Context: an optimization exercise on an open-source flow, tuned for small area. The choices shown serve that exercise and are no tape-out recipe.
Where RTL was checked, it was by simulation tests only, not by an equivalence proof against the original.
For run 2, only the layout was checked, not whether the RTL still works.
Power is estimated from default activity; no workload was simulated.

==> flow/design.v <==
module sample_pack_8 #(
    parameter int width       = 48,
    parameter int width_group = 384
) (
    input  logic                   clk,
    input  logic                   rst_n,
    input  logic                   clr,
    input  logic                   in_valid,
    output logic                   in_ready,
    input  logic [width-1:0]       in_data,
    output logic                   out_valid,
    input  logic                   out_ready,
    output logic [width_group-1:0] out_data,
    output logic [2:0]             fill_cnt
);
    typedef enum logic {
        FILL = 1'b0,
        HOLD = 1'b1
    } state_t;
    state_t                 state_q, state_d;
    logic [2:0]             fill_q, fill_d;
    logic [width_group-1:0] asm_q, asm_d;
    logic [width_group-1:0] out_data_q, out_data_d;
    logic                   out_valid_q, out_valid_d;
    logic                   accept;
    logic                   out_free;
    logic [2:0]             slot;
    logic [width_group-1:0] group_w;
    assign in_ready  = rst_n && (state_q == FILL);
    assign accept    = in_valid && in_ready;
    assign out_free  = !out_valid_q || out_ready;
    assign out_valid = out_valid_q;
    assign out_data  = out_data_q;
    assign fill_cnt  = fill_q;
    always_comb begin
        slot = fill_q;
    end
    always_comb begin
        group_w = asm_q;
        for (int s = 0; s < 8; s++) begin
            if (slot == 3'(s)) begin
                group_w[s*width +: width] = in_data;
            end
        end
    end
    always_comb begin
        state_d     = state_q;
        fill_d      = fill_q;
        asm_d       = asm_q;
        out_data_d  = out_data_q;
        out_valid_d = out_valid_q;
        if (out_valid_q && out_ready) begin
            out_valid_d = 1'b0;
        end
        if (clr) begin
            fill_d  = 3'd0;
            state_d = FILL;
        end else begin
            case (state_q)
                FILL: begin
                    if (accept) begin
                        asm_d  = group_w;
                        fill_d = fill_q + 3'd1;
                        if (fill_q == 3'd7) begin
                            if (out_free) begin
                                out_data_d  = group_w;
                                out_valid_d = 1'b1;
                            end else begin
                                state_d = HOLD;
                            end
                        end
                    end
                end
                HOLD: begin
                    if (out_free) begin
                        out_data_d  = asm_q;
                        out_valid_d = 1'b1;
                        state_d     = FILL;
                    end
                end
                default: begin
                    state_d = FILL;
                end
            endcase
        end
    end
    always_ff @(posedge clk) begin
        if (!rst_n) begin
            state_q     <= FILL;
            fill_q      <= 3'd0;
            asm_q       <= '0;
            out_data_q  <= '0;
            out_valid_q <= 1'b0;
        end else begin
            state_q     <= state_d;
            fill_q      <= fill_d;
            asm_q       <= asm_d;
            out_data_q  <= out_data_d;
            out_valid_q <= out_valid_d;
        end
    end
endmodule
==> flow/run.sh <==
#!/bin/bash
# synth_recipe.tcl (not shown) runs the flow's synth.tcl, then flattens the netlist and writes it again
# the make line also repeats each setting of config.mk as NAME=value (left out here)
make -C /OpenROAD-flow-scripts/flow DESIGN_CONFIG=/design/flow/config.mk WORK_HOME=/design/flow/orfs CLKGATE_MAP_FILE= SYNTH_SCRIPT=/design/flow/synth_recipe.tcl finish
==> flow/config.mk <==
export PLATFORM = sky130hd
export DESIGN_NAME = sample_pack_8
export DESIGN_NICKNAME = sample_pack_8
export VERILOG_FILES = /design/flow/design.v
export SDC_FILE = /design/flow/constraint.sdc
export NUM_CORES = 4
export LEC_CHECK = 0
export CAP_MARGIN = 20
export CORE_MARGIN = 2
export CORE_UTILIZATION = 40
export SLEW_MARGIN = 20
==> flow/constraint.sdc <==
create_clock -name core_clock -period 4.0 [get_ports {clk}]
set_input_delay 0.8000 -clock core_clock [delete_from_list [all_inputs] [get_ports {clk}]]
set_output_delay 0.8000 -clock core_clock [all_outputs]
set_load 0.01 [all_outputs]
==> results.txt, run 1 <==
status finished clean; Port Buf Inserts 441; Final GP Congestion 0.795; Remaining Overflow, GRT 0; WP data required 3200 ps; Crit Path Class reg2out; Initial Util 40.5%; Switching Power 0.00394 W; post-synth top area share 47.3%; Net Count, Synth 3765; num rows 104; Skew-Pair Late Insertion Delay 650 ps; initial antenna violation count 2; Setup-failing EPs final 0; clock-pin slew on the worst setup and hold paths 60 ps; DRT iter0 DRCs 2708; placed inst area 37200 sq um; sequential power share 47.0%; Slew @ Worst Pin 1160 ps; layout cells sized above 1 5.43%; Worst Clk Skew 23.5 ps; sum of negative setup slack 0 ps; FF+latch count, synth 773; register area share after synthesis 47.3%; Max IR drop VDD 296 uV; PwrDens 413 nW/um^2; root buffer cell clkbuf_16; post-synthesis adder-cell area fraction 0.268%; library cells used by synthesis 34; Non-Filler Instances 4929; Die W 290 um; H-tree Lvls 3; Max Freq 349 MHz; post-synth top area cell dfxtp_1; fin worst setup slack 1130 ps; Final Cell Area 40000 sq um; Inserted Diodes 0; Die Span Y 290 um; Nets 3869; post-cts resize count 0; type of origin of the critical path flop; Core ar. 80700 sq um; sw frac 23.9%; Period minus WS final 2870 ps; RSZ-0062 raised after global routing no; post-DR wirelength/cell 24.3 um; final core occ 49.5%; Lkg Pwr 12.5 nW; # Post-CTS Setup Buffers 0; clock share of power 48.0%; CTS Buf Count 85; clk sinks 773; commonest non-fill, non-tap cells in the layout 773 x dfxtp_1, 671 x nand2_1, 440 x clkdlybuf4s50_1, 384 x a31oi_1, 346 x mux2i_1; crit share post-route 71.7%; CTS tree yes; dominant cells by area after synthesis dfxtp_1 47%, mux2i_1 11%, nand2_1 7.7%; Cells after Synth 3705; CP endpoint kind primary output; Final ANT Viol Nets 0; largest net degree at the start of global routing 221; final hold vios 0; ys async rst share 0%; Worst Hold Class reg2reg; placed insts 4781; Synth Area in XOR/XNOR 0.0268%; vias in the first global route 28100; Compound-Gate Fraction of Synth Area 21.4%; largest family of logic cells by synthesized area compound AO/OA/AOI/OAI gates; number of flops mapped to enable cells by yosys 0; first-pass GRT wire length 181 mm; Hold Buf Count CTS 0; Die ar. 84100 sq um; most common cell after layout, fill and taps aside dfxtp_1; Max-cap violations 0; mux contribution to synthesized area 10.6%; Slew Limit Headroom 22.9%; drt drc 0; final wirelength 120 mm; I/O pins 442; Slew Limit Fails 0; Warnings, synthesis 1; Area growth, synth to finish 22.2%; vias 29800; CP arrival 2070 ps; dpl ws 959 ps; mapped cell area 32700 sq um; Max Fanout on Critical Path 10; DR vias/cell 6.04; Post-DP HPWL 71.4 mm; simple-gate share of the synthesized area 13.4%; Tot GR Track Use 27.2%; ys flop type dfxtp_1; Syn Area/Cell 8.83 sq um; Combinational Power Share 5.1%; Pint 0.0126 W; CTS Buffer Depth 3; DR pass1 iterations 5
area by class of cell:
cell class	instances	area [sq um]
multi-input cells	2438	15100
clock buffers	133	2510
clock inverters	14	274
inverters	5	33.8
fillers	7597	40700
well taps	1060	1330
repair buffers	506	5260
flip-flops and latches	773	15500
critical path, stage by stage, from the launching register on:
cell and delay, ps:
dfxtp_1 740, nor2_1 110, clkdlybuf4s50_1 590
state kept, by name (all words and copies together) (netlist names):
| register | cells |
|---|---|
| asm_q | 384 |
| out_data_q | 384 |
| fill_q | 3 |
| out_valid_q | 1 |
| state_q | 1 |
through the flow:
step	hold WS, ps	total power, W
floorplan	434	0.00840
global placement	442	0.00876
detailed placement	447	0.00876
CTS	457	0.0166
global route	471	0.0170
finish	455	0.0165
per-layer routing:
metal	wire length, um	global-route usage, %	share of wire (%)	vias up
li1	-	-	-	13800
met1	50000	35.2	42	14700
met2	57800	44.8	48	1093
met3	7320	4.40	6.1	223
met4	4730	11.6	3.9	4
met5	20	0	0.017	-
path summary, 6_finish.rpt:
kind             start        endpoint  slack, ps  cells past startpoint
max            state_q        in_ready       1130                      2
min          asm_q[77]       asm_q[77]        450                      2
max reg2reg  fill_q[0]  out_data_q[62]       1250                      5
min reg2reg  asm_q[77]       asm_q[77]        450                      2
cells in the mapped netlist (all sizes together) (5+ instances only):
cell	count
a211oi	146
a21oi	96
a311oi	239
a31oi	384
buf	132
clkbuf	357
dfxtp	773
ha	7
mux2i	346
nand2	671
nand3	330
nor2	7
nor2b	5
o21ai	184
kinds of logic (layout without fill, tap and decap cells):
kind of cell | after synthesis | count (layout)
AO/OA/AOI/OAI | 1051 | 1051
AND/OR/NAND/NOR | 1033 | 1033
flip-flops | 773 | 773
buffers and inverters | 494 | 658
multiplexers | 346 | 346
adder cells (fa/ha/maj) | 7 | 7
XOR/XNOR | 1 | 1
power by group through the flow:
| stage | sequential (W) | combinational [W] | clock, W |
|---|---|---|---|
| finish | 0.00775 | 0.000840 | 0.00792 |
| global route | 0.00775 | 0.000881 | 0.00835 |
| CTS | 0.00775 | 0.000837 | 0.00803 |
| detailed placement | 0.00792 | 0.000835 | 0 |
| global placement | 0.00792 | 0.000836 | 0 |
| floorplan | 0.00792 | 0.000486 | 0 |
==> inputs of run 2 (changes only) <==
==> flow/design.v (replaced) <==
module sample_pack_8 #(
    parameter int width       = 48,
    parameter int width_group = 384
) (
    input  logic                   clk,
    input  logic                   rst_n,
    input  logic                   clr,
    input  logic                   in_valid,
    output logic                   in_ready,
    input  logic [width-1:0]       in_data,
    output logic                   out_valid,
    input  logic                   out_ready,
    output logic [width_group-1:0] out_data,
    output logic [2:0]             fill_cnt
);
    logic                   hold_q;
    logic [2:0]             fill_q;
    logic                   out_valid_q;
    logic [width_group-1:0] asm_q;
    logic [width_group-1:0] out_data_q;
    logic                   accept;
    logic                   out_free;
    logic                   last;
    logic [7:0]             load, keep;
    logic                   out_load;
    logic [width_group-1:0] out_src;
    assign in_ready  = rst_n && !hold_q;
    assign accept    = in_valid && in_ready && !clr;
    assign out_free  = !out_valid_q || out_ready;
    assign last      = (fill_q == 3'd7);
    assign out_valid = out_valid_q;
    assign out_data  = out_data_q;
    assign fill_cnt  = fill_q;
    always_comb begin
        for (int s = 0; s < 8; s++) begin
            load[s] = !hold_q && in_valid && fill_q == 3'(s);
            keep[s] = hold_q || fill_q > 3'(s);
        end
    end
    assign out_load = out_free && ((in_valid && !hold_q && last) || hold_q);
    assign out_src = {hold_q ? asm_q[8*width-1:7*width] : in_data, asm_q[7*width-1:0]};
    always_ff @(posedge clk) begin
        if (!rst_n) begin
            hold_q      <= 1'b0;
            fill_q      <= 3'd0;
            out_valid_q <= 1'b0;
        end else begin
            if (clr) begin
                fill_q <= 3'd0;
                hold_q <= 1'b0;
            end else if (accept) begin
                fill_q <= fill_q + 3'd1;
                if (last && !out_free) hold_q <= 1'b1;
            end else if (hold_q && out_free) begin
                hold_q <= 1'b0;
            end
            if ((accept && last) || (hold_q && !clr)) begin
                if (out_free) out_valid_q <= 1'b1;
            end else if (out_ready) begin
                out_valid_q <= 1'b0;
            end
        end
    end
    always_ff @(posedge clk) begin
        for (int s = 0; s < 8; s++) begin
            asm_q[s*width +: width] <= (in_data & {width{load[s]}})
                                     | (asm_q[s*width +: width] & {width{keep[s]}});
        end
    end
    always_ff @(posedge clk) begin
        out_data_q <= (out_src & {width_group{out_load}})
                    | (out_data_q & {width_group{!out_free}});
    end
endmodule
==> flow/flow/run.sh (new file) <==
#!/bin/bash
# Standard ORFS layout with smaller port buffers and no CTS dummy loads.
set -euo pipefail
cd "$(dirname "$0")/.."
export BUFFER_PORTS_ARGS="-buffer_cell sky130_fd_sc_hd__buf_1"
export CTS_ARGS="-sink_clustering_enable -repair_clock_nets -dont_use_dummy_load"
bash standard.sh > flow_make.log 2>&1
==> flow/standard.sh (new file) <==
#!/bin/bash
# synth_recipe.tcl (not shown) runs the flow's synth.tcl, then flattens the netlist and writes it again
# the make line also repeats each setting of config.mk as NAME=value (left out here)
make -C /OpenROAD-flow-scripts/flow DESIGN_CONFIG=/design/flow/config.mk WORK_HOME=/design/flow/orfs CLKGATE_MAP_FILE= SYNTH_SCRIPT=/design/flow/synth_recipe.tcl "${@:-finish}"
removed: flow/run.sh
==> results.txt, run 2 <==
RSZ-0062 raised after global routing no; post-cts resize count 0; Skew-Pair Late Insertion Delay 600 ps; Hold Buf Count CTS 0; vias 16300; Net Count, Synth 1858; register area share after synthesis 65.7%; CP arrival 1970 ps; final hold vios 0; initial antenna violation count 3; Max Fanout on Critical Path 36; H-tree Lvls 3; CP endpoint kind primary output; Die ar. 60800 sq um; post-synth top area cell dfxtp_1; Setup-failing EPs final 0; clock-pin slew on the worst setup and hold paths 60 ps; sum of negative setup slack 0 ps; Pwr Total 0.0142 W; clock share of power 42.9%; Slew Limit Headroom 26.0%; Lkg Pwr 10.6 nW; CTS tree yes; commonest non-fill, non-tap cells in the layout 772 x dfxtp_1, 719 x a22o_1, 441 x buf_1, 78 x clkbuf_16, 47 x mux2_2; Core ar. 57900 sq um; largest stage delay on the critical path 870 ps; WP data required 3200 ps; Die W 247 um; registers with the most flip-flops asm_q x384, out_data_q x384, fill_q x3; status finished clean; clk sinks 773; post-synth top area share 65.7%; Combinational Power Share 2.1%; Non-Filler Instances 2899; Warnings, synthesis 1; Switching Power 0.00296 W; Worst Clk Skew 48.5 ps; Max-cap violations 0; ys flop type dfxtp_1; PwrDens 516 nW/um^2; Final GP Congestion 0.770; Hold Crit Depth 1; Die Span Y 247 um; crit share post-route 69.1%; DR vias/cell 5.63; Worst Hold Class reg2reg; top-count cell post-synth dfxtp_1; I/O pins 442; root buffer cell clkbuf_16; Post-synth top cells 773 x dfxtp_1, 719 x a22o_1, 76 x buf_2, 75 x clkbuf_1, 55 x buf_1; Area growth, synth to finish 17.2%; dominant cells by area after synthesis dfxtp_1 66%, a22o_1 27%, mux2_2 2.2%; Slew @ Worst Pin 1110 ps; most common cell after layout, fill and taps aside dfxtp_1; mapped cell area 23500 sq um; library cells used by synthesis 32; Final ANT Viol Nets 0; WHS 432 ps; slowest cell on the critical path dfxtp_2; Cells after Synth 1799; type of origin of the critical path flop; CTS Buffer Depth 3; Remaining Overflow, GRT 0; layout cells sized above 1 8.06%; Syn Area/Cell 13.1 sq um; sw frac 20.8%; placed insts 2821; Slew Limit Fails 0; num rows 88; crit path cell chain nor2b_1 > buf_1; Post-DP HPWL 43.4 mm; Pint 0.0113 W; Inserted Diodes 0; final wirelength 70.3 mm; Tot GR Track Use 22.3%; first-pass GRT wire length 103 mm; CTS Buf Count 78; Period minus WS final 2770 ps; post-DR wirelength/cell 24.2 um; DRT iter0 DRCs 974; placed inst area 25600 sq um; drt drc 0; Port Buf Inserts 441; Final Cell Area 27600 sq um; DR pass1 iterations 5; largest net degree at the start of global routing 171; # Post-CTS Setup Buffers 0; Nets 2195; Worst R2R Path Depth 5; Max IR drop VDD 364 uV; Max Freq 362 MHz; FF+latch count, synth 773; Initial Util 40.6%; Crit Path Class reg2out; number of flops mapped to enable cells by yosys 0; vias in the first global route 15800; sequential power share 54.9%; ys async rst share 0%
-- run 2: changes by cell type after synthesis, moves of 278 or more --
cell	delta
a22o_1	+719
a31oi_1	-384
clkbuf_1	-278
mux2i_1	-345
nand2_1	-668
nand3_1	-329
-- run 2: power groups by stage --
stage | clock, W | combinational, W | sequential (W)
floorplan | 0 | 0.000169 | 0.00797
global placement | 0 | 0.000302 | 0.00798
detailed placement | 0 | 0.000308 | 0.00798
CTS | 0.00624 | 0.000308 | 0.00781
global route | 0.00655 | 0.000323 | 0.00782
finish | 0.00611 | 0.000305 | 0.00781
-- run 2: cell type report --
type,count,area (sq um)
fill,5256,30300
sequential,773,15500
multi-input combinational,812,7250
clock buffer,78,1950
timing repair buffer,466,1930
tap,765,957
inverter,5,18.8
-- run 2: per-layer routing --
metal | GRT usage, % | routed length [um]
met1 | 29.7 | 31000
met2 | 35.2 | 31900
met3 | 6.44 | 5730
met4 | 6.01 | 1560
met5 | 0 | 25
-- run 2: logic make-up after synthesis --
logic type | synth area share [%]
compound gates | 27.0
mux | 2.29
buf+inv | 3.90
fa+ha+maj | 0.319
xor+xnor | 0.0372
simple gates | 0.686
flops | 65.7
-- run 2: final timing paths --
check | end | slack [ps] | startpoint
max | in_ready | 1230 | hold_q
min reg2reg | out_data_q[144] | 430 | asm_q[144]
min | out_data_q[144] | 430 | asm_q[144]
max reg2reg | asm_q[64] | 1380 | fill_q[1]
-- run 2: worst max-delay path: cells and delay by family (launching register included) --
kind / cells / cell delay, ps
DFF: 1 / 870
and+or+nand+nor: 1 / 290
buffers and inverters: 1 / 200
-- run 2: through the flow --
step                      util (%)  setup WS (ps)
after floorplan                  -           2110
after global placement        44.2           1440
after detailed placement      44.2           1300
after CTS                     47.6           1200
after global routing          47.6           1130
final                         47.6           1230
==> inputs of run 3 (changes only) <==
--- a/flow/design.v
+++ b/flow/design.v
@@ -16,14 +16,14 @@
     logic                   hold_q;
     logic [2:0]             fill_q;
     logic                   out_valid_q;
-    logic [width_group-1:0] asm_q;
+    logic [width_group-1:0] asm_q, asm_d;
     logic [width_group-1:0] out_data_q;
     logic                   accept;
     logic                   out_free;
     logic                   last;
-    logic [7:0]             load, keep;
-    logic                   out_load;
-    logic [width_group-1:0] out_src;
+    logic [7:0]             asm_load, asm_keep;
+    logic                   out_load, out_keep;
+    logic                   out_load_direct, out_load_held;
     assign in_ready  = rst_n && !hold_q;
     assign accept    = in_valid && in_ready && !clr;
     assign out_free  = !out_valid_q || out_ready;
@@ -31,14 +31,6 @@
     assign out_valid = out_valid_q;
     assign out_data  = out_data_q;
     assign fill_cnt  = fill_q;
-    always_comb begin
-        for (int s = 0; s < 8; s++) begin
-            load[s] = !hold_q && in_valid && fill_q == 3'(s);
-            keep[s] = hold_q || fill_q > 3'(s);
-        end
-    end
-    assign out_load = out_free && ((in_valid && !hold_q && last) || hold_q);
-    assign out_src = {hold_q ? asm_q[8*width-1:7*width] : in_data, asm_q[7*width-1:0]};
     always_ff @(posedge clk) begin
         if (!rst_n) begin
             hold_q      <= 1'b0;
@@ -61,14 +53,26 @@
             end
         end
     end
-    always_ff @(posedge clk) begin
+    always_comb begin
         for (int s = 0; s < 8; s++) begin
-            asm_q[s*width +: width] <= (in_data & {width{load[s]}})
-                                     | (asm_q[s*width +: width] & {width{keep[s]}});
+            asm_load[s] = !hold_q && in_valid && fill_q == 3'(s);
+            asm_keep[s] = hold_q || fill_q > 3'(s);
+            asm_d[s*width +: width] = (in_data & {width{asm_load[s]}})
+                                    | (asm_q[s*width +: width] & {width{asm_keep[s]}});
         end
     end
     always_ff @(posedge clk) begin
-        out_data_q <= (out_src & {width_group{out_load}})
-                    | (out_data_q & {width_group{!out_free}});
+        asm_q <= asm_d;
+    end
+    assign out_load = out_free && (hold_q || (in_valid && last));
+    assign out_keep = out_valid_q && !out_ready;
+    assign out_load_direct = out_free && !hold_q && in_valid && last;
+    assign out_load_held   = out_free && hold_q;
+    always_ff @(posedge clk) begin
+        out_data_q[7*width-1:0] <= (asm_q[7*width-1:0] & {(7*width){out_load}})
+                                 | (out_data_q[7*width-1:0] & {(7*width){out_keep}});
+        out_data_q[8*width-1:7*width] <= (in_data & {width{out_load_direct}})
+                                       | (asm_q[8*width-1:7*width] & {width{out_load_held}})
+                                       | (out_data_q[8*width-1:7*width] & {width{out_keep}});
     end
 endmodule
==> flow/flow/run.sh (replaced) <==
#!/bin/bash
# Standard ORFS layout with smaller port buffers and a leaner clock tree.
set -euo pipefail
cd "$(dirname "$0")/.."
export BUFFER_PORTS_ARGS="-buffer_cell sky130_fd_sc_hd__buf_1"
export CTS_ARGS="-sink_clustering_enable -repair_clock_nets -dont_use_dummy_load -buf_list sky130_fd_sc_hd__clkbuf_8 -sink_clustering_size 16 -sink_clustering_max_diameter 50"
bash standard.sh > flow_make.log 2>&1
==> results.txt, run 3 <==
clock-pin slew on the worst setup and hold paths 90 ps; Final Cell Area 26900 sq um; num rows 89; Initial Util 40.5%; Worst Clk Skew 76.3 ps; Final GP Congestion 0.770; post-DR wirelength/cell 24.2 um; ys flop type dfxtp_1; Max Fanout on Critical Path 38; register area share after synthesis 64.6%; vias in the first global route 16300; mapped cell area 24000 sq um; Final ANT Viol Nets 0; DR pass1 iterations 6; root buffer cell clkbuf_8; PwrDens 448 nW/um^2; post-synth top area cell dfxtp_1; Nets 2282; drt drc 0; vias 17100; Core ar. 59100 sq um; Die W 249 um; Compound-Gate Fraction of Synth Area 28.3%; post-synth top area share 64.6%; Die Span Y 249 um; simple-gate share of the synthesized area 2.13%; status finished clean; CTS Buffer Depth 3; crit share post-route 72.7%; Warnings, synthesis 1; Area growth, synth to finish 12.2%; Slew Limit Fails 0; registers with the most flip-flops asm_q x384, out_data_q x384, fill_q x3; library cells used by synthesis 29; H-tree Lvls 3; Remaining Overflow, GRT 0; CP endpoint kind primary output; most common cell after layout, fill and taps aside dfxtp_1; number of flops mapped to enable cells by yosys 0; Max-cap violations 0; dominant cells by area after synthesis dfxtp_1 65%, a22o_1 26%, a221oi_1 1.8%; Net Count, Synth 1970; largest net degree at the start of global routing 230; Max IR drop VDD 265 uV; placed inst area 25900 sq um; ys async rst share 0%; Cells after Synth 1911; Max Freq 344 MHz; WP data required 3200 ps; Reg2Reg Setup Slack 1250 ps; Lkg Pwr 10.2 nW; sum of negative setup slack 0 ps; DRT iter0 DRCs 1200; Die ar. 61900 sq um; post-synthesis adder-cell area fraction 0.313%; Slew @ Worst Pin 965 ps; Pwr Total 0.0121 W; commonest non-fill, non-tap cells in the layout 772 x dfxtp_1, 720 x a22o_1, 441 x buf_1, 100 x nor2_1, 69 x clkbuf_8; CTS Buf Count 69; Port Buf Inserts 441; Syn Area/Cell 12.5 sq um; Crit Path Class reg2out; final hold vios 0; CTS tree yes; final wirelength 72.5 mm; # Post-CTS Setup Buffers 0; initial antenna violation count 3; Hold Buf Count CTS 0; post-cts resize count 0; Tot GR Track Use 22.4%; largest family of logic cells by synthesized area compound AO/OA/AOI/OAI gates; layout cells sized above 1 5.31%; Post-synth top cells 773 x dfxtp_1, 720 x a22o_1, 110 x clkbuf_1, 100 x nor2_1, 74 x buf_2; CP arrival 2110 ps; type of origin of the critical path flop; first-pass GRT wire length 107 mm; mux contribution to synthesized area 0.0418%; RSZ-0062 raised after global routing no; Skew-Pair Late Insertion Delay 670 ps; DR vias/cell 5.71; Slew Limit Headroom 35.4%; Post-DP HPWL 45.7 mm; Synth Area in XOR/XNOR 0.0365%; clk sinks 773; FF+latch count, synth 773; top-count cell post-synth dfxtp_1; Setup-failing EPs final 0; Worst Hold Class reg2reg; I/O pins 442; Period minus WS final 2910 ps; Inserted Diodes 0
## run 3: cell types whose count changed after synthesis, moves of 3 or more
cell / change
buf_1: -38
mux2_2: -47
clkbuf_1: +35
nor2_1: +93
buf_4: +14
a221oi_1: +48
o21bai_1: +3
buf_6: +10
## run 3: cells by family after synthesis
family	count (synthesis)
AO/OA/AOI/OAI	778
flip-flops	773
buffers and inverters	231
AND/OR/NAND/NOR	121
adder cells (fa/ha/maj)	6
XOR/XNOR	1
multiplexers	1
## run 3: stage by stage
stage	cells	hold slack [ps]	setup slack (ps)	util (%)
floorplan	1911	443	2130	-
finish	2994	442	1090	45.5
global route	2994	456	933	45.5
global placement	2923	450	1270	43.8
CTS	2993	439	1010	45.5
detailed placement	2924	451	1080	43.8
## run 3: path summary, 6_finish.rpt
| check | from | endpoint | depth (start not counted) |
|---|---|---|---|
| worst max-delay path | hold_q | in_ready | 3 |
| worst min-delay path | asm_q[207] | out_data_q[207] | 1 |
| worst max register to register | fill_q[0] | out_data_q[214] | 6 |
| worst min register to register | asm_q[207] | out_data_q[207] | 1 |
## run 3: critical path: stages, from the launching register on
cell	delay (ps)
dfxtp_2	620
buf_4	520
nor2b_1	150
buf_1	170
## run 3: final cells by class
type | count | area, sq um
timing repair buffer | 469 | 2020
fill | 5518 | 32200
sequential | 773 | 15500
inverter | 3 | 11.3
multi-input combinational | 907 | 7480
tap | 773 | 967
clock buffer | 69 | 950
## run 3: power by group
| part | internal [W] | leakage, nW | switching (W) |
|---|---|---|---|
| Sequential | 0.00776 | 6.24 | 0.0000408 |
| Combinational | 0.0000767 | 3.51 | 0.000234 |
| Clock | 0.00154 | 0.496 | 0.00240 |
| Total | 0.00938 | 10.2 | 0.00268 |
## run 3: routing by layer
layer  vias up  part of all wire (%)  track usage (%)
met5         -                 0.023                0
met4         2                   2.4             6.35
met3       107                   7.9             6.35
met2       588                    46             34.9
met1      8596                    44             30.2
li1       7802                     -                -
==> inputs of run 4 (changes only) <==
==> flow/flow/run.sh (replaced) <==
#!/bin/bash
# Standard ORFS layout with smaller port buffers and a leaner clock tree.
set -euo pipefail
cd "$(dirname "$0")/.."
export BUFFER_PORTS_ARGS="-buffer_cell sky130_fd_sc_hd__buf_1"
export CTS_ARGS="-sink_clustering_enable -repair_clock_nets -dont_use_dummy_load -buf_list sky130_fd_sc_hd__clkbuf_16 -sink_clustering_size 32 -sink_clustering_max_diameter 60"
bash standard.sh > flow_make.log 2>&1
==> results.txt, run 4 <==
clock-pin slew on the worst setup and hold paths 80 ps; H-tree Lvls 2; Crit Path Class reg2out; Remaining Overflow, GRT 0; Area growth, synth to finish 13.1%; CP Buf/Inv Count 2; post-DR wirelength/cell 24.3 um; largest stage delay on the critical path 630 ps; largest net degree at the start of global routing 230; most common cell after layout, fill and taps aside dfxtp_1; Final GP Congestion 0.770; post-synth top area share 64.6%; registers with the most flip-flops asm_q x384, out_data_q x384, fill_q x3; mux contribution to synthesized area 0.0418%; DR vias/cell 5.74; CP Launch Point hold_q; Final ANT Viol Nets 0; final hold vios 0; Inserted Diodes 0; # Post-CTS Setup Buffers 0; Tot GR Track Use 22.2%; post-synth top area cell dfxtp_1; Slew Limit Fails 0; PwrDens 464 nW/um^2; CP endpoint kind primary output; Max-cap violations 0; Worst Hold Class reg2reg; Period minus WS final 2890 ps; FF+latch count, synth 773; register area share after synthesis 64.6%; post-cts resize count 0; vias in the first global route 16100; root buffer cell clkbuf_16; Max IR drop VDD 306 uV; Setup-failing EPs final 0; final core occ 45.8%; simple-gate share of the synthesized area 2.13%; ys async rst share 0%; dominant cells by area after synthesis dfxtp_1 65%, a22o_1 26%, a221oi_1 1.8%; Post-DP HPWL 45.7 mm; number of flops mapped to enable cells by yosys 0; Slew Limit Headroom 36.1%; Post-synth top cells 773 x dfxtp_1, 720 x a22o_1, 110 x clkbuf_1, 100 x nor2_1, 74 x buf_2; Cells after Synth 1911; top-count cell post-synth dfxtp_1; crit path cell chain buf_4 > nor2b_1 > buf_1; slowest cell on the critical path dfxtp_2; Synth Area in XOR/XNOR 0.0365%; Core ar. 59100 sq um; Crit path max-delay family buffers and inverters; drt drc 0; vias 17100; first-pass GRT wire length 106 mm; sum of negative setup slack 0 ps; Initial Util 40.5%; Slew @ Worst Pin 955 ps; commonest non-fill, non-tap cells in the layout 772 x dfxtp_1, 720 x a22o_1, 441 x buf_1, 100 x nor2_1, 48 x a221oi_1; Die W 249 um; library cells used by synthesis 29; clk sinks 773; CTS Buffer Depth 3; Max Freq 346 MHz; Skew-Pair Late Insertion Delay 620 ps; post-synthesis adder-cell area fraction 0.313%; Compound-Gate Fraction of Synth Area 28.3%; RSZ-0062 raised after global routing no; mapped cell area 24000 sq um; Net Count, Synth 1970; Port Buf Inserts 441; I/O pins 442; Fillers 5494; Die ar. 61900 sq um; RR Startpoint fill_q[0]; Lkg Pwr 10.3 nW; status finished clean; Hold Crit Start asm_q[321]; Die Span Y 249 um; initial antenna violation count 3; type of origin of the critical path flop; Warnings, synthesis 1; Nets 2259; Syn Area/Cell 12.5 sq um; largest family of logic cells by synthesized area compound AO/OA/AOI/OAI gates; ys flop type dfxtp_1; Worst Clk Skew 72.1 ps; DRT iter0 DRCs 1231; CTS tree yes; CTS Buf Count 46; num rows 89; DR pass1 iterations 5; crit share post-route 72.3%; Final Cell Area 27100 sq um; CP arrival 2090 ps; final wirelength 72.2 mm; layout cells sized above 1 4.32%; Max Fanout on Critical Path 38; Hold Buf Count CTS 0; placed inst area 25900 sq um; WP data required 3200 ps
[run 4: final timing paths]
check / slack (ps) / to / depth (start not counted)
worst max-delay path: 1110 / in_ready / 3
worst min-delay path: 420 / out_data_q[321] / 1
worst max register to register: 1220 / out_data_q[221] / 6
worst min register to register: 420 / out_data_q[321] / 1
[run 4: cells by family (layout without fill, tap and decap cells)]
kind of cell / after synthesis / in the layout
flops: 773 / 773
mux: 1 / 1
simple gates: 121 / 121
compound gates: 778 / 778
xor+xnor: 1 / 1
buf+inv: 231 / 518
fa+ha+maj: 6 / 6
[run 4: routing by layer]
layer / vias to the layer above / routed length (um) / global-route usage, %
met5: - / 17 / 0
met1: 8623 / 31800 / 30.1
met4: 2 / 1400 / 5.21
met3: 83 / 5910 / 6.25
met2: 588 / 33100 / 34.9
li1: 7762 / - / -
[run 4: cell type report]
class | count | area [sq um] | share of cell area [%]
sequential | 773 | 15500 | 57.1
multi-input combinational | 907 | 7480 | 27.6
timing repair buffer | 469 | 2020 | 7.45
inverter | 3 | 11.3 | 0.0415
clock buffer | 46 | 1150 | 4.25
tap | 773 | 967 | 3.57
[run 4: report_power, final]
part	total [W]	leakage, nW	switching [W]	internal, W
Clock	0.00447	0.567	0.00243	0.00204
Sequential	0.00780	6.24	0.0000409	0.00776
Combinational	0.000311	3.51	0.000234	0.0000767
Total	0.0126	10.3	0.00271	0.00988
[run 4: per-stage QoR]
step | std cells | worst slack, ps | power (W) | hold WS (ps)
2_1_floorplan | 1911 | 2130 | 0.00815 | 443
3_3_place_gp | 2923 | 1270 | 0.00828 | 450
3_5_place_dp | 2924 | 1080 | 0.00829 | 451
4_1_cts | 2970 | 1060 | 0.0127 | 421
5_1_grt | 2971 | 983 | 0.0130 | 445
6_report | 2971 | 1110 | 0.0126 | 423
==> inputs of run 5 (changes only) <==
==> flow/flow/run.sh (replaced) <==
#!/bin/bash
# Standard ORFS layout with smaller port buffers and a leaner clock tree.
set -euo pipefail
cd "$(dirname "$0")/.."
export BUFFER_PORTS_ARGS="-buffer_cell sky130_fd_sc_hd__buf_1"
export CTS_ARGS="-sink_clustering_enable -repair_clock_nets -dont_use_dummy_load -buf_list sky130_fd_sc_hd__clkbuf_8 -sink_clustering_size 20 -sink_clustering_max_diameter 60"
bash standard.sh > flow_make.log 2>&1
--- a/flow/config.mk
+++ b/flow/config.mk
@@ -7,5 +7,6 @@
 export LEC_CHECK = 0
 export CAP_MARGIN = 20
 export CORE_MARGIN = 2
-export CORE_UTILIZATION = 40
+export CORE_UTILIZATION = 70
+export PLACE_DENSITY = 0.85
 export SLEW_MARGIN = 20
==> results.txt, run 5 <==
status finished clean; post-synth top area cell dfxtp_1; DR vias/cell 6.58; Area growth, synth to finish 8.79%; CTS tree yes; drt drc 0; RR Startpoint fill_q[0]; Die Span Y 189 um; Fillers 2225; crit share post-route 73.5%; Slew @ Worst Pin 1120 ps; post-cts resize count 0; initial antenna violation count 1; Port Buf Inserts 441; Slew Limit Fails 0; final core occ 77.6%; Nets 2251; Crit Path Class reg2out; Final ANT Viol Nets 0; number of flops mapped to enable cells by yosys 0; RSZ-0062 raised after global routing no; final hold vios 0; registers with the most flip-flops asm_q x384, out_data_q x384, fill_q x3; mapped cell area 24000 sq um; most common cell after layout, fill and taps aside dfxtp_1; sum of negative setup slack 0 ps; Net Count, Synth 1970; layout cells sized above 1 3.97%; I/O pins 442; Core ar. 33600 sq um; type of origin of the critical path flop; H-tree Lvls 2; WHS 430 ps; Setup-failing EPs final 0; clk sinks 773; Post-DP HPWL 39.3 mm; commonest non-fill, non-tap cells in the layout 772 x dfxtp_1, 720 x a22o_1, 441 x buf_1, 100 x nor2_1, 48 x a221oi_1; ys flop type dfxtp_1; CP Launch Point hold_q; Tot GR Track Use 34.0%; Die ar. 35700 sq um; FF+latch count, synth 773; Initial Util 71.3%; Worst Clk Skew 49.1 ps; Max Freq 340 MHz; PwrDens 433 nW/um^2; root buffer cell clkbuf_8; vias 17400; Remaining Overflow, GRT 0; DR pass1 iterations 5; post-synth top area share 64.6%; DRT iter0 DRCs 1625; Lkg Pwr 10.0 nW; CTS Buf Count 45; Max IR drop VDD 353 uV; area occupied by multi-input gates 7500 sq um; library cells used by synthesis 29; Pwr Total 0.0113 W; Syn Area/Cell 12.5 sq um; ys async rst share 0%; CP endpoint kind primary output; largest net degree at the start of global routing 238; Die W 189 um; Hold Crit Start asm_q[299]; num rows 67; Worst Hold Class reg2reg; Period minus WS final 2940 ps; Warnings, synthesis 1; # Post-CTS Setup Buffers 0; dominant cells by area after synthesis dfxtp_1 65%, a22o_1 26%, a221oi_1 1.8%; top-count cell post-synth dfxtp_1; first-pass GRT wire length 96.1 mm; Max-cap violations 0; Hold Buf Count CTS 0; Post-synth top cells 773 x dfxtp_1, 720 x a22o_1, 110 x clkbuf_1, 100 x nor2_1, 74 x buf_2; Max Fanout on Critical Path 35; WP data required 3200 ps; register area share after synthesis 64.6%; Sequential cell area 15500 sq um; CTS Buffer Depth 3; clock-pin slew on the worst setup and hold paths 110 ps; post-DR wirelength/cell 24.0 um; Slew Limit Headroom 25.2%; final wirelength 63.4 mm; Cells after Synth 1911; CP arrival 2140 ps; Skew-Pair Late Insertion Delay 600 ps; Final GP Congestion 0.831; vias in the first global route 16200
## run 5: cell types whose count changed in the layout (fill, tap and decap cells not counted), moves of 2 or more
| cell | previous run | this run |
|---|---|---|
| and3_2 | 5 | 3 |
| and3_4 | 0 | 2 |
| buf_12 | 9 | 5 |
| buf_4 | 17 | 14 |
| clkbuf_16 | 46 | 0 |
| clkbuf_8 | 0 | 45 |
## run 5: layout make-up
cell class	count	area share, %
sequential	773	59.3
inverter	3	0.0432
tap	448	2.15
antenna	1	0.00959
multi-input combinational	907	28.7
clock buffer	45	2.37
timing repair buffer	462	7.34
## run 5: routing by layer
metal	up-vias	track usage [%]	part of all wire, %
met5	-	0	0
met4	0	13.2	4.1
met3	147	7.38	8.8
met2	872	53.3	46
met1	8588	46.5	42
li1	7749	-	-
## run 5: cell families after synthesis
family                     after synthesis  synth area share (%)
muxes                                    1                0.0418
xor gates and xnor gates                 1                0.0365
buffers and inverters                  231                  4.61
AOI/OAI and AO/OA                      778                  28.3
adders and majority gates                6                 0.313
DFF                                    773                  64.6
and+or+nand+nor                        121                  2.13
## run 5: per-stage QoR
step / cells / setup slack [ps] / instance area (sq um)
2_1_floorplan: 1911 / 2130 / 24000
3_3_place_gp: 2590 / 1350 / 25400
3_5_place_dp: 2591 / 1190 / 25400
4_1_cts: 2636 / 1060 / 26000
5_1_grt: 2639 / 973 / 26100
6_report: 2639 / 1060 / 26100
## run 5: critical path, cell delays in order (launching register included)
cell and delay (ps):
dfxtp_2 830, buf_4 430, nor2b_1 120, buf_1 150
## run 5: report_power, final
group	internal (W)	leakage (nW)	total [W]	switching, W
Clock	0.00102	0.324	0.00319	0.00217
Combinational	0.0000747	3.46	0.000295	0.000220
Sequential	0.00776	6.24	0.00781	0.0000424
Total	0.00886	10.0	0.0113	0.00243
## run 5: path summary, 6_finish.rpt
path                          end  slack (ps)  cells past startpoint
setup / recovery         in_ready        1060                      3
hold / removal    out_data_q[299]         430                      1
setup reg to reg    out_data_q[4]        1190                      7
hold reg to reg   out_data_q[299]         430                      1
==> inputs of run 6 (changes only) <==
--- a/flow/config.mk
+++ b/flow/config.mk
@@ -5,8 +5,8 @@
 export SDC_FILE = /design/flow/constraint.sdc
 export NUM_CORES = 4
 export LEC_CHECK = 0
-export CAP_MARGIN = 20
+export CAP_MARGIN = 0
 export CORE_MARGIN = 2
 export CORE_UTILIZATION = 70
 export PLACE_DENSITY = 0.85
-export SLEW_MARGIN = 20
+export SLEW_MARGIN = 0
==> results.txt, run 6 <==
clock-pin slew on the worst setup and hold paths 120 ps; register area share after synthesis 64.6%; crit path cell chain buf_4 > nor2b_1 > buf_1; commonest non-fill, non-tap cells in the layout 772 x dfxtp_1, 720 x a22o_1, 441 x buf_1, 100 x nor2_1, 48 x a221oi_1; Final Cell Area 26000 sq um; Post-synth top cells 773 x dfxtp_1, 720 x a22o_1, 110 x clkbuf_1, 100 x nor2_1, 74 x buf_2; Tot GR Track Use 34.1%; Compound-Gate Fraction of Synth Area 28.3%; layout cells sized above 1 3.84%; type of origin of the critical path flop; slowest cell on the critical path dfxtp_2; Area growth, synth to finish 8.43%; Net Count, Synth 1970; first-pass GRT wire length 96.0 mm; CTS Buffer Depth 3; crit share post-route 74.4%; final wirelength 63.5 mm; largest net degree at the start of global routing 238; Nets 2248; CTS Buf Count 45; Lkg Pwr 9.99 nW; WP data required 3200 ps; DR vias/cell 6.58; most common cell after layout, fill and taps aside dfxtp_1; Syn Area/Cell 12.5 sq um; Slew @ Worst Pin 1300 ps; Max Freq 336 MHz; Core ar. 33600 sq um; CTS tree yes; clk sinks 773; dominant cells by area after synthesis dfxtp_1 65%, a22o_1 26%, a221oi_1 1.8%; Worst Hold Class reg2reg; DRT iter0 DRCs 1569; Non-Filler Instances 2636; RSZ-0062 raised after global routing no; status finished clean; top-count cell post-synth dfxtp_1; WHS 471 ps; Period minus WS final 2980 ps; drt drc 0; post-synthesis adder-cell area fraction 0.313%; number of flops mapped to enable cells by yosys 0; post-synth top area cell dfxtp_1; placed inst area 25400 sq um; Setup-failing EPs final 0; Max Fanout on Critical Path 35; Hold Buf Count CTS 0; largest stage delay on the critical path 830 ps; I/O pins 442; Slew Limit Fails 0; vias in the first global route 16200; initial antenna violation count 2; FF+latch count, synth 773; # Post-CTS Setup Buffers 0; Die Span Y 189 um; post-cts resize count 0; registers with the most flip-flops asm_q x384, out_data_q x384, fill_q x3; ys flop type dfxtp_1; CP endpoint kind primary output; Die ar. 35700 sq um; PwrDens 435 nW/um^2; Slew Limit Headroom 12.8%; H-tree Lvls 2; CP arrival 2180 ps; post-synth top area share 64.6%; Remaining Overflow, GRT 0; final hold vios 0; Warnings, synthesis 1; vias 17300; Die W 189 um; dpl ws 1240 ps; placed insts 2590; Max-cap violations 0; Initial Util 71.3%; post-DR wirelength/cell 24.1 um; fin worst setup slack 1020 ps; Final GP Congestion 0.831; library cells used by synthesis 29; largest family of logic cells by synthesized area compound AO/OA/AOI/OAI gates; root buffer cell clkbuf_8; Cells after Synth 1911; Final ANT Viol Nets 0; Synth Area in XOR/XNOR 0.0365%; sum of negative setup slack 0 ps; mux contribution to synthesized area 0.0418%; Skew-Pair Late Insertion Delay 630 ps; Worst Clk Skew 36.1 ps; Post-DP HPWL 39.1 mm; DR pass1 iterations 5; Port Buf Inserts 441; Max IR drop VDD 376 uV; num rows 67; mapped cell area 24000 sq um; ys async rst share 0%; simple-gate share of the synthesized area 2.13%; Crit Path Class reg2out
run 6: cell counts after synthesis:
Identical to the previous run, type by type.
run 6: path summary, 6_finish.rpt:
check	from	endpoint	slack (ps)	cells past startpoint
max	hold_q	in_ready	1020	3
max reg2reg	fill_q[1]	out_data_q[166]	1230	6
min	out_data_q[383]	out_data_q[383]	470	2
min reg2reg	out_data_q[383]	out_data_q[383]	470	2
run 6: stage by stage:
stage                     power, W  util, %
after floorplan            0.00815        -
after global placement     0.00825     75.5
after detailed placement   0.00827     75.5
after CTS                   0.0113     77.3
after global routing        0.0116     77.3
final                       0.0113     77.3
run 6: worst max-delay path, delay by kind of cell (launching register included):
kind / cells / cell delay, ps
and+or+nand+nor: 1 / 120
DFF: 1 / 830
buffers and inverters: 2 / 580
run 6: kinds of logic (layout without fill, tap and decap cells):
| kind of cell | Yosys count | after routing |
|---|---|---|
| other | 0 | 1 |
| and+or+nand+nor | 121 | 121 |
| xor gates and xnor gates | 1 | 1 |
| buffers and inverters | 231 | 507 |
| DFF | 773 | 773 |
| muxes | 1 | 1 |
| AOI/OAI and AO/OA | 778 | 778 |
| adders and majority gates | 6 | 6 |
run 6: cell type report:
type,instances,area (sq um)
clock buffer,45,619
antenna,1,2.50
timing repair buffer,459,1840
multi-input combinational,907,7480
sequential,773,15500
tap,448,561
fill,2200,7620
inverter,3,11.3
run 6: power breakdown:
part           leakage [nW]  internal, W  switching, W
registers              6.24      0.00776     0.0000422
clock network         0.324      0.00102       0.00218
logic                  3.43    0.0000731      0.000219
run 6: per-layer routing:
| metal | up-vias | part of all wire [%] | track usage [%] |
|---|---|---|---|
| met5 | - | 0.019 | 0 |
| met4 | 2 | 4.5 | 14.1 |
| met3 | 162 | 9.7 | 7.80 |
| met2 | 871 | 45 | 52.6 |
| met1 | 8598 | 41 | 46.7 |
| li1 | 7716 | - | - |
==> inputs of run 7 (changes only) <==
==> flow/config.mk (replaced) <==
export PLATFORM = sky130hd
export DESIGN_NAME = sample_pack_8
export DESIGN_NICKNAME = sample_pack_8
export VERILOG_FILES = /design/flow/design.v
export SDC_FILE = /design/flow/constraint.sdc
export NUM_CORES = 4
export LEC_CHECK = 0
export CAP_MARGIN = 20
export CORE_MARGIN = 2
export CORE_UTILIZATION = 40
export SLEW_MARGIN = 20
==> results.txt, run 7 <==
Lkg Pwr 10.1 nW; Net Count, Synth 1970; CTS Buf Count 51; dominant cells by area after synthesis dfxtp_1 65%, a22o_1 26%, a221oi_1 1.8%; H-tree Lvls 2; Worst Clk Skew 103 ps; post-DR wirelength/cell 24.3 um; dpl ws 1080 ps; crit share post-route 75.2%; RSZ-0062 raised after global routing no; number of flops mapped to enable cells by yosys 0; CTS tree yes; CTS Buffer Depth 3; Period minus WS final 3010 ps; commonest non-fill, non-tap cells in the layout 772 x dfxtp_1, 720 x a22o_1, 441 x buf_1, 100 x nor2_1, 51 x clkbuf_8; most common cell after layout, fill and taps aside dfxtp_1; num rows 89; mux contribution to synthesized area 0.0418%; Skew-Pair Late Insertion Delay 680 ps; sw frac 22.4%; fin worst setup slack 992 ps; Hold Buf Count CTS 0; WL met2 32.7 mm; Post-DP HPWL 45.7 mm; ys flop type dfxtp_1; Combinational Power Share 2.7%; post-cts resize count 0; Post-synth top cells 773 x dfxtp_1, 720 x a22o_1, 110 x clkbuf_1, 100 x nor2_1, 74 x buf_2; simple-gate share of the synthesized area 2.13%; Crit Path Class reg2out; Tot GR Track Use 22.2%; final hold vios 0; vias in the first global route 16100; FF+latch count, synth 773; DR vias/cell 5.71; Max-cap violations 0; Final ANT Viol Nets 0; CP arrival 2210 ps; Syn Area/Cell 12.5 sq um; Area growth, synth to finish 11.2%; sequential power share 67.4%; CP endpoint kind primary output; PwrDens 434 nW/um^2; final core occ 45.1%; clock share of power 29.9%; sum of negative setup slack 0 ps; Nets 2264; status finished clean; routed length on met3 5.66 mm; Final GP Congestion 0.770; Slew Limit Headroom 37.0%; Remaining Overflow, GRT 0; Initial Util 40.5%; post-synth top area share 64.6%; Warnings, synthesis 1; Pint 0.00898 W; Die W 249 um; WHS 430 ps; Compound-Gate Fraction of Synth Area 28.3%; layout cells sized above 1 4.54%; clk sinks 773; post-synthesis adder-cell area fraction 0.313%; Port Buf Inserts 441; first-pass GRT wire length 106 mm; type of origin of the critical path flop; largest family of logic cells by synthesized area compound AO/OA/AOI/OAI gates; Slew @ Worst Pin 941 ps; registers with the most flip-flops asm_q x384, out_data_q x384, fill_q x3; register area share after synthesis 64.6%; root buffer cell clkbuf_8; Die ar. 61900 sq um; Reg2Reg Setup Slack 1200 ps; Max Freq 332 MHz; vias 17000; Synth Area in XOR/XNOR 0.0365%; ys async rst share 0%; DR pass1 iterations 7; mapped cell area 24000 sq um; clock-pin slew on the worst setup and hold paths 110 ps; Met1 Wirelength 32.5 mm; WP data required 3200 ps; I/O pins 442; Non-Filler Instances 2978; top sig layer met5; Max IR drop VDD 299 uV; final wirelength 72.3 mm; largest net degree at the start of global routing 230; library cells used by synthesis 29; top-count cell post-synth dfxtp_1; # Post-CTS Setup Buffers 0; Die Span Y 249 um; post-synth top area cell dfxtp_1; initial antenna violation count 3; Switching Power 0.00260 W; Slew Limit Fails 0; Worst Hold Class reg2reg; drt drc 0; DRT iter0 DRCs 1246; Core ar. 59100 sq um; Max Fanout on Critical Path 38; Setup-failing EPs final 0; Cells after Synth 1911; placed insts 2924
## run 7: cell types whose count changed in the layout (fill, tap and decap cells not counted)
cell,previous run,this run
buf_16,0,2
clkbuf_8,45,51
buf_12,4,9
diode_2,1,2
buf_4,14,17
## run 7: per-stage QoR
stage	instance area (sq um)	power, W
3_3_place_gp	25900	0.00828
4_1_cts	26600	0.0117
6_report	26700	0.0116
3_5_place_dp	25900	0.00829
2_1_floorplan	24000	0.00815
5_1_grt	26700	0.0120
## run 7: final timing paths
path	startpoint	to	cells past startpoint
setup / recovery	hold_q	in_ready	3
hold / removal	asm_q[3]	out_data_q[3]	1
setup reg to reg	fill_q[0]	out_data_q[221]	6
hold reg to reg	asm_q[3]	out_data_q[3]	1
## run 7: kinds of logic (layout without fill, tap and decap cells)
kind of cell / count (synthesis) / after routing
DFF: 773 / 773
and+or+nand+nor: 121 / 121
other: 0 / 2
AOI/OAI and AO/OA: 778 / 778
xor gates and xnor gates: 1 / 1
buffers and inverters: 231 / 523
adders and majority gates: 6 / 6
muxes: 1 / 1
## run 7: per-layer routing
metal  vias to the layer above  GRT usage [%]
li1                       7763              -
met1                      8583           30.4
met2                       581           34.8
met3                        83           6.10
met4                         2           5.25
met5                         -              0
## run 7: cell type report
| class | instances | area, sq um |
|---|---|---|
| fillers | 5538 | 32500 |
| flip-flops and latches | 773 | 15500 |
| multi-input cells | 907 | 7480 |
| repair buffers | 469 | 2020 |
| well taps | 773 | 967 |
| clock buffers | 51 | 702 |
| inverters | 3 | 11.3 |
| diodes | 2 | 5.00 |
## run 7: power groups by stage
| stage | registers, W | logic (W) | clock network (W) |
|---|---|---|---|
| floorplan | 0.00797 | 0.000179 | 0 |
| CTS | 0.00780 | 0.000313 | 0.00357 |
| finish | 0.00781 | 0.000311 | 0.00346 |
| detailed placement | 0.00798 | 0.000312 | 0 |
| global placement | 0.00798 | 0.000306 | 0 |
| global route | 0.00782 | 0.000329 | 0.00385 |
## run 7: critical path: stages, from the launching register on
cell and delay [ps]:
dfxtp_2 640, buf_4 540, nor2b_1 140, buf_1 170
==> inputs of run 8 (changes only) <==
--- a/flow/design.v
+++ b/flow/design.v
@@ -16,14 +16,15 @@
     logic                   hold_q;
     logic [2:0]             fill_q;
     logic                   out_valid_q;
-    logic [width_group-1:0] asm_q, asm_d;
+    logic [width_group-1:0] asm_q;
+    wire  [width_group-1:0] asm_d;
     logic [width_group-1:0] out_data_q;
     logic                   accept;
     logic                   out_free;
     logic                   last;
     logic [7:0]             asm_load, asm_keep;
     logic                   out_load, out_keep;
-    logic                   out_load_direct, out_load_held;
+    wire  [width_group-1:0] out_d;
     assign in_ready  = rst_n && !hold_q;
     assign accept    = in_valid && in_ready && !clr;
     assign out_free  = !out_valid_q || out_ready;
@@ -57,22 +58,40 @@
         for (int s = 0; s < 8; s++) begin
             asm_load[s] = !hold_q && in_valid && fill_q == 3'(s);
             asm_keep[s] = hold_q || fill_q > 3'(s);
-            asm_d[s*width +: width] = (in_data & {width{asm_load[s]}})
-                                    | (asm_q[s*width +: width] & {width{asm_keep[s]}});
         end
     end
+    genvar g;
+    generate
+    for (g = 0; g < 8; g++) begin : g_slot
+        sample_pack_8_sel #(.width(width)) u_asm (
+            .a(in_data), .a_en(asm_load[g]),
+            .b(asm_q[g*width +: width]), .b_en(asm_keep[g]),
+            .y(asm_d[g*width +: width])
+        );
+        sample_pack_8_sel #(.width(width)) u_out (
+            .a(g == 7 ? asm_d[g*width +: width] : asm_q[g*width +: width]), .a_en(out_load),
+            .b(out_data_q[g*width +: width]), .b_en(out_keep),
+            .y(out_d[g*width +: width])
+        );
+    end
+    endgenerate
     always_ff @(posedge clk) begin
         asm_q <= asm_d;
     end
     assign out_load = out_free && (hold_q || (in_valid && last));
     assign out_keep = out_valid_q && !out_ready;
-    assign out_load_direct = out_free && !hold_q && in_valid && last;
-    assign out_load_held   = out_free && hold_q;
     always_ff @(posedge clk) begin
-        out_data_q[7*width-1:0] <= (asm_q[7*width-1:0] & {(7*width){out_load}})
-                                 | (out_data_q[7*width-1:0] & {(7*width){out_keep}});
-        out_data_q[8*width-1:7*width] <= (in_data & {width{out_load_direct}})
-                                       | (asm_q[8*width-1:7*width] & {width{out_load_held}})
-                                       | (out_data_q[8*width-1:7*width] & {width{out_keep}});
+        out_data_q <= out_d;
     end
 endmodule
+module sample_pack_8_sel #(
+    parameter int width = 48
+) (
+    input  logic [width-1:0] a,
+    input  logic             a_en,
+    input  logic [width-1:0] b,
+    input  logic             b_en,
+    output logic [width-1:0] y
+);
+    assign y = (a & {width{a_en}}) | (b & {width{b_en}});
+endmodule
==> flow/config.mk (replaced) <==
export PLATFORM = sky130hd
export DESIGN_NAME = sample_pack_8
export DESIGN_NICKNAME = sample_pack_8
export VERILOG_FILES = /design/flow/design.v
export SDC_FILE = /design/flow/constraint.sdc
export NUM_CORES = 4
export LEC_CHECK = 0
export CAP_MARGIN = 0
export CORE_MARGIN = 2
export CORE_UTILIZATION = 70
export PLACE_DENSITY = 0.85
export SLEW_MARGIN = 0
export SYNTH_HIERARCHICAL = 1
export SYNTH_MINIMUM_KEEP_SIZE = 0
==> results.txt, run 8 <==
status finished clean; RSZ-0062 raised after global routing no; WP data required 4520 ps; library cells used by synthesis 23; placed inst area 25000 sq um; Skew-Pair Late Insertion Delay 610 ps; WHS 474 ps; Max Fanout on Critical Path 48; placed insts 2498; Crit Path Class reg2reg; Tot GR Track Use 34.0%; FF+latch count, synth 773; vias 16800; Slew Limit Fails 0; CP endpoint kind flop; clock share of power 28.2%; sum of negative setup slack 0 ps; post-synth top area share 64.7%; sequential power share 69.2%; Inserted Diodes 0; Die W 189 um; Core ar. 33600 sq um; Die ar. 35700 sq um; initial antenna violation count 1; Lkg Pwr 9.74 nW; Final Cell Area 25700 sq um; DR pass1 iterations 5; PwrDens 440 nW/um^2; most common cell after layout, fill and taps aside dfxtp_1; vias in the first global route 16200; Worst Clk Skew 35.5 ps; Worst R2R Path Depth 4; sw frac 21.5%; Pint 0.00886 W; # Post-CTS Setup Buffers 0; first-pass GRT wire length 95.1 mm; hold path endpoint out_data_q[152]; post-synth top area cell dfxtp_1; number of flops mapped to enable cells by yosys 0; Area growth, synth to finish 7.22%; type of origin of the critical path flop; Final GP Congestion 0.807; CTS tree yes; Max-cap violations 0; Reg-to-Reg End asm_q[95]; CTS Buf Count 45; registers with the most flip-flops asm_q x384, out_data_q x384, fill_q x3; post-cts resize count 0; Fillers 2201; Reg2Reg Setup Slack 1370 ps; top-count cell post-synth dfxtp_1; Switching Power 0.00242 W; post-DR wirelength/cell 24.8 um; Post-DP HPWL 39.0 mm; Combinational Power Share 2.6%; Hold Crit Start out_data_q[152]; Final ANT Viol Nets 0; Post-synth top cells 773 x dfxtp_1, 768 x a22o_1, 96 x buf_6, 65 x buf_2, 7 x ha_1; DR vias/cell 6.61; ys async rst share 0%; RR Startpoint fill_q[1]; final wirelength 63.2 mm; commonest non-fill, non-tap cells in the layout 773 x dfxtp_1, 768 x a22o_1, 441 x buf_1, 45 x clkbuf_8, 14 x buf_4; Hold Crit Depth 1; register area share after synthesis 64.7%; Worst Hold Class reg2reg; Net Count, Synth 1812; Hold Buf Count CTS 0; Setup-failing EPs final 0; final hold vios 0; ys flop type dfxtp_1; layout cells sized above 1 4.01%; Warnings, synthesis 7; final core occ 76.3%; Initial Util 71.2%; dominant cells by area after synthesis dfxtp_1 65%, a22o_1 28%, buf_6 4.5%; num rows 67; clock-pin slew on the worst setup and hold paths 100 ps; H-tree Lvls 2; drt drc 0; Period minus WS final 2630 ps; CP arrival 3140 ps; CTS Buffer Depth 3; DRT iter0 DRCs 1668; Die Span Y 189 um; crit share post-route 65.7%; Max IR drop VDD 347 uV; Syn Area/Cell 13.7 sq um; largest net degree at the start of global routing 196; Slew @ Worst Pin 1310 ps; I/O pins 442; Nets 2157; Remaining Overflow, GRT 0; Slew Limit Headroom 12.6%; clk sinks 773; Port Buf Inserts 441; Non-Filler Instances 2543; Cells after Synth 1752; Max Freq 381 MHz; root buffer cell clkbuf_8; mapped cell area 23900 sq um
## run 8: changes by cell type after synthesis, sizes merged, moves of 3 or more
cell,previous run,this run
clkbuf,110,0
nor2,102,6
a221oi,48,0
a22o,720,768
buf,118,162
o21bai,3,0
## run 8: worst max-delay path by stage
stage / slack [ps] / startpoint / endpoint / depth (start not counted)
after floorplan: 1330 / out_ready / out_data_q[123] / 6
after global placement: 1260 / in_valid / out_data_q[380] / 5
after detailed placement: 1150 / in_valid / out_data_q[375] / 5
after CTS: 1430 / fill_q[1] / asm_q[264] / 5
after global routing: 1310 / fill_q[1] / asm_q[263] / 5
final: 1370 / fill_q[1] / asm_q[95] / 4
## run 8: area by class of cell
type	instances	area [sq um]	area share, %
Clock buffer	45	619	2.41
Inverter	5	26.3	0.102
Multi-Input combinational cell	812	7120	27.7
Sequential cell	773	15500	60.3
Tap cell	448	561	2.18
Timing Repair Buffer	460	1860	7.25
## run 8: cells by family (layout without fill, tap and decap cells)
group | after synthesis | after routing | synth area share (%)
XOR/XNOR | 1 | 1 | 0.0366
AND/OR/NAND/NOR | 23 | 23 | 0.497
adder cells (fa/ha/maj) | 7 | 7 | 0.366
flip-flops | 773 | 773 | 64.7
multiplexers | 1 | 1 | 0.0418
buffers and inverters | 167 | 510 | 5.99
AO/OA/AOI/OAI | 780 | 780 | 28.4
## run 8: critical path, cell delays in order (launching register included)
cell and delay (ps):
dfxtp_1 420, inv_1 290, ha_1 390, and3_2 1140
a22o_1 300
## run 8: through the flow
step                      setup WS (ps)  total power, W
after floorplan                    1330         0.00811
after global placement             1260         0.00826
after detailed placement           1150         0.00827
after CTS                          1430          0.0113
after global routing               1310          0.0116
final                              1370          0.0113
## run 8: power by group through the flow
stage	logic, W	registers, W	clock network [W]
final	0.000292	0.00781	0.00318
after global routing	0.000303	0.00782	0.00348
after CTS	0.000284	0.00781	0.00319
after detailed placement	0.000283	0.00798	0
after global placement	0.000278	0.00798	0
after floorplan	0.000146	0.00797	0
## run 8: layer usage
layer,wire length (um),up-vias,global-route usage [%],part of all wire [%]
met2,27600,929,50.8,44
li1,-,7397,-,-
met3,6880,157,9.36,11
met1,25900,8323,46.6,41
met5,13,-,0,0.021
met4,2750,2,14.6,4.4
==> inputs of run 9 (changes only) <==
==> flow/flow/run.sh (replaced) <==
#!/bin/bash
# Standard ORFS layout with smaller port buffers and a leaner clock tree.
set -euo pipefail
cd "$(dirname "$0")/.."
export BUFFER_PORTS_ARGS="-buffer_cell sky130_fd_sc_hd__buf_1"
export CTS_ARGS="-sink_clustering_enable -repair_clock_nets -dont_use_dummy_load -buf_list sky130_fd_sc_hd__clkbuf_8 -sink_clustering_size 18 -sink_clustering_max_diameter 60"
bash standard.sh > flow_make.log 2>&1
--- a/flow/config.mk
+++ b/flow/config.mk
@@ -7,8 +7,8 @@
 export LEC_CHECK = 0
 export CAP_MARGIN = 0
 export CORE_MARGIN = 2
-export CORE_UTILIZATION = 70
-export PLACE_DENSITY = 0.85
+export CORE_UTILIZATION = 80
+export PLACE_DENSITY = 0.9
 export SLEW_MARGIN = 0
 export SYNTH_HIERARCHICAL = 1
 export SYNTH_MINIMUM_KEEP_SIZE = 0
==> results.txt, run 9 <==
Crit Path Class reg2reg; Combinational Power Share 2.5%; post-synth top area cell dfxtp_1; crit share post-route 70.4%; Warnings, synthesis 7; sum of negative setup slack 0 ps; Fillers 1507; Nets 2157; Syn Area/Cell 13.7 sq um; CP endpoint kind flop; ys async rst share 0%; Initial Util 81.0%; final hold vios 0; Die ar. 31300 sq um; DR vias/cell 6.91; root buffer cell clkbuf_8; commonest non-fill, non-tap cells in the layout 773 x dfxtp_1, 768 x a22o_1, 441 x buf_1, 48 x clkbuf_8, 11 x buf_4; Worst R2R Path Depth 6; mapped cell area 23900 sq um; number of flops mapped to enable cells by yosys 0; vias in the first global route 16500; Hold Buf Count CTS 0; largest net degree at the start of global routing 220; post-synth top area share 64.7%; RSZ-0062 raised after global routing no; # Post-CTS Setup Buffers 0; final wirelength 64.8 mm; most common cell after layout, fill and taps aside dfxtp_1; Tot GR Track Use 39.6%; clock share of power 29.0%; Max Freq 355 MHz; Remaining Overflow, GRT 0; Period minus WS final 2820 ps; clk sinks 773; num rows 63; clock-pin slew on the worst setup and hold paths 110 ps; Pwr Total 0.0114 W; drt drc 0; Die W 177 um; Reg-to-Reg End out_data_q[133]; status finished clean; I/O pins 442; Slew Limit Fails 0; CTS tree yes; first-pass GRT wire length 96.6 mm; initial antenna violation count 0; Net Count, Synth 1812; Worst Clk Skew 34.6 ps; top-count cell post-synth dfxtp_1; Port Buf Inserts 441; registers with the most flip-flops asm_q x384, out_data_q x384, fill_q x3; Slew @ Worst Pin 1200 ps; CTS Buffer Depth 3; Slew Limit Headroom 19.9%; Lkg Pwr 9.74 nW; DRT iter0 DRCs 1798; Switching Power 0.00248 W; Post-synth top cells 773 x dfxtp_1, 768 x a22o_1, 96 x buf_6, 65 x buf_2, 7 x ha_1; PwrDens 445 nW/um^2; Die Span Y 177 um; Core ar. 29600 sq um; CP arrival 3370 ps; Reg2Reg Setup Slack 1180 ps; Max IR drop VDD 380 uV; Setup-failing EPs final 0; type of origin of the critical path flop; Inserted Diodes 0; Post-DP HPWL 39.3 mm; Area growth, synth to finish 7.00%; Final ANT Viol Nets 0; DR pass1 iterations 5; Cells after Synth 1752; post-cts resize count 0; WP data required 4560 ps; ys flop type dfxtp_1; CP Launch Point fill_q[0]; layout cells sized above 1 4.01%; sw frac 21.8%; register area share after synthesis 64.7%; Skew-Pair Late Insertion Delay 610 ps; RR Startpoint fill_q[0]; Final GP Congestion 0.828; Worst Hold Class in2reg; FF+latch count, synth 773; CTS Buf Count 48; Max Fanout on Critical Path 164; crit path to out_data_q[133]; library cells used by synthesis 23; Pint 0.00892 W; H-tree Lvls 2; Max-cap violations 0; post-DR wirelength/cell 26.1 um; sequential power share 68.5%; vias 17200; dominant cells by area after synthesis dfxtp_1 65%, a22o_1 28%, buf_6 4.5%
## run 9: cell counts after synthesis
Identical to the previous run, type by type.
## run 9: through the flow
stage	hold WS [ps]	cell area [sq um]	worst slack (ps)	cells	utilization (%)
floorplan	440	23900	1330	1752	-
global placement	449	24900	1120	2437	84.4
detailed placement	451	24900	947	2437	84.4
CTS	450	25600	1290	2485	86.6
global route	452	25600	1060	2485	86.6
finish	465	25600	1180	2485	86.6
## run 9: worst max-delay path: stages, from the launching register on
cell and delay (ps):
dfxtp_1 620, ha_1 290, ha_1 180, a21oi_1 170, nor2_4 500, buf_12 560, a22o_1 290
## run 9: worst min path at each step
stage / start / end / slack, ps / cells after the start
5_1_grt: rst_n / out_valid_q / 450 / 2
3_5_place_dp: out_data_q[367] / out_data_q[367] / 450 / 1
2_1_floorplan: asm_q[336] / asm_q[336] / 440 / 1
3_3_place_gp: out_data_q[109] / out_data_q[109] / 450 / 1
4_1_cts: rst_n / out_valid_q / 450 / 2
6_report: rst_n / out_valid_q / 460 / 2
## run 9: power by group through the flow
stage / Clock, W / Combinational, W / Sequential [W]
after global routing: 0.00356 / 0.000298 / 0.00782
after global placement: 0 / 0.000269 / 0.00798
after floorplan: 0 / 0.000146 / 0.00797
final: 0.00330 / 0.000290 / 0.00781
after detailed placement: 0 / 0.000277 / 0.00798
after CTS: 0.00329 / 0.000280 / 0.00781
## run 9: routing by layer
metal | track usage (%) | vias up | share of wire, %
met4 | 19.1 | 0 | 4.9
met1 | 51.7 | 8596 | 39
met3 | 11.0 | 193 | 10
li1 | - | 7384 | -
met5 | 0 | - | 0
met2 | 61.0 | 995 | 46
## run 9: area by class of cell
class | instances | area, sq um | share of cell area, %
Timing Repair Buffer | 457 | 1840 | 7.18
Tap cell | 390 | 488 | 1.91
Multi-Input combinational cell | 812 | 7120 | 27.8
Sequential cell | 773 | 15500 | 60.4
Clock buffer | 48 | 661 | 2.58
Inverter | 5 | 26.3 | 0.103
## run 9: cell families (layout without fill, tap and decap cells)
logic type | after synthesis | in the layout | share of synthesized area (%)
AOI/OAI and AO/OA | 780 | 780 | 28.4
xor gates and xnor gates | 1 | 1 | 0.0366
adders and majority gates | 7 | 7 | 0.366
buffers and inverters | 167 | 510 | 5.99
DFF | 773 | 773 | 64.7
muxes | 1 | 1 | 0.0418
and+or+nand+nor | 23 | 23 | 0.497

## separate check: timing with driven ports
How much do the figures lean on ideal ports? The routed layouts below were timed once more, with nothing changed but the port constraints. Step 1 sets driving cells, clkbuf_16 on the clock port and buf_2 on the other inputs (assumed; they add their load-dependent delay and slew). Step 2 adds t to the input delays and takes it off the output delays; t is the mean of the earliest and latest rising clock arrival at the registers after step 1. Input paths then give back, and output paths get back, about the clock's delay inside the block. Slacks: ideal / step 1 / step 2; pairs: ideal / step 1.
run | t, ns | slack for setup (ns) | hold WS [ns] | worst data-port slew with drivers (ns) | pins driven straight from the clock port
run 1 | 0.701 | 1.133 / 1.070 / 0.753 | 0.455 / 0.455 / 0.455 | 0.11 | 1
run 2 | 0.637 | 1.235 / 1.177 / 1.272 | 0.432 / 0.432 / 0.432 | 0.11 | 1
run 3 | 0.691 | 1.092 / 1.033 / 0.979 | 0.442 / 0.442 / 0.442 | 0.13 | 1
run 4 | 0.633 | 1.108 / 1.049 / 0.988 | 0.423 / 0.423 / 0.423 | 0.13 | 1
run 5 | 0.627 | 1.061 / 1.009 / 1.069 | 0.430 / 0.430 / 0.430 | 0.08 | 1
run 6 | 0.664 | 1.024 / 0.972 / 1.114 | 0.471 / 0.455 / 0.471 | 0.08 | 1
run 7 | 0.689 | 0.992 / 0.936 / 0.996 | 0.430 / 0.430 / 0.430 | 0.15 | 1
run 8 | 0.636 | 1.373 / 1.373 / 1.074 | 0.474 / 0.447 / 0.474 | 0.07 | 1
run 9 | 0.645 | 1.183 / 1.183 / 0.788 | 0.465 / 0.431 / 0.479 | 0.05 | 1
After both steps every run listed still meets setup and hold. The setup slack of run 9, which loses most, moves by 0.000 ns with the drivers and by -0.395 ns with both steps.
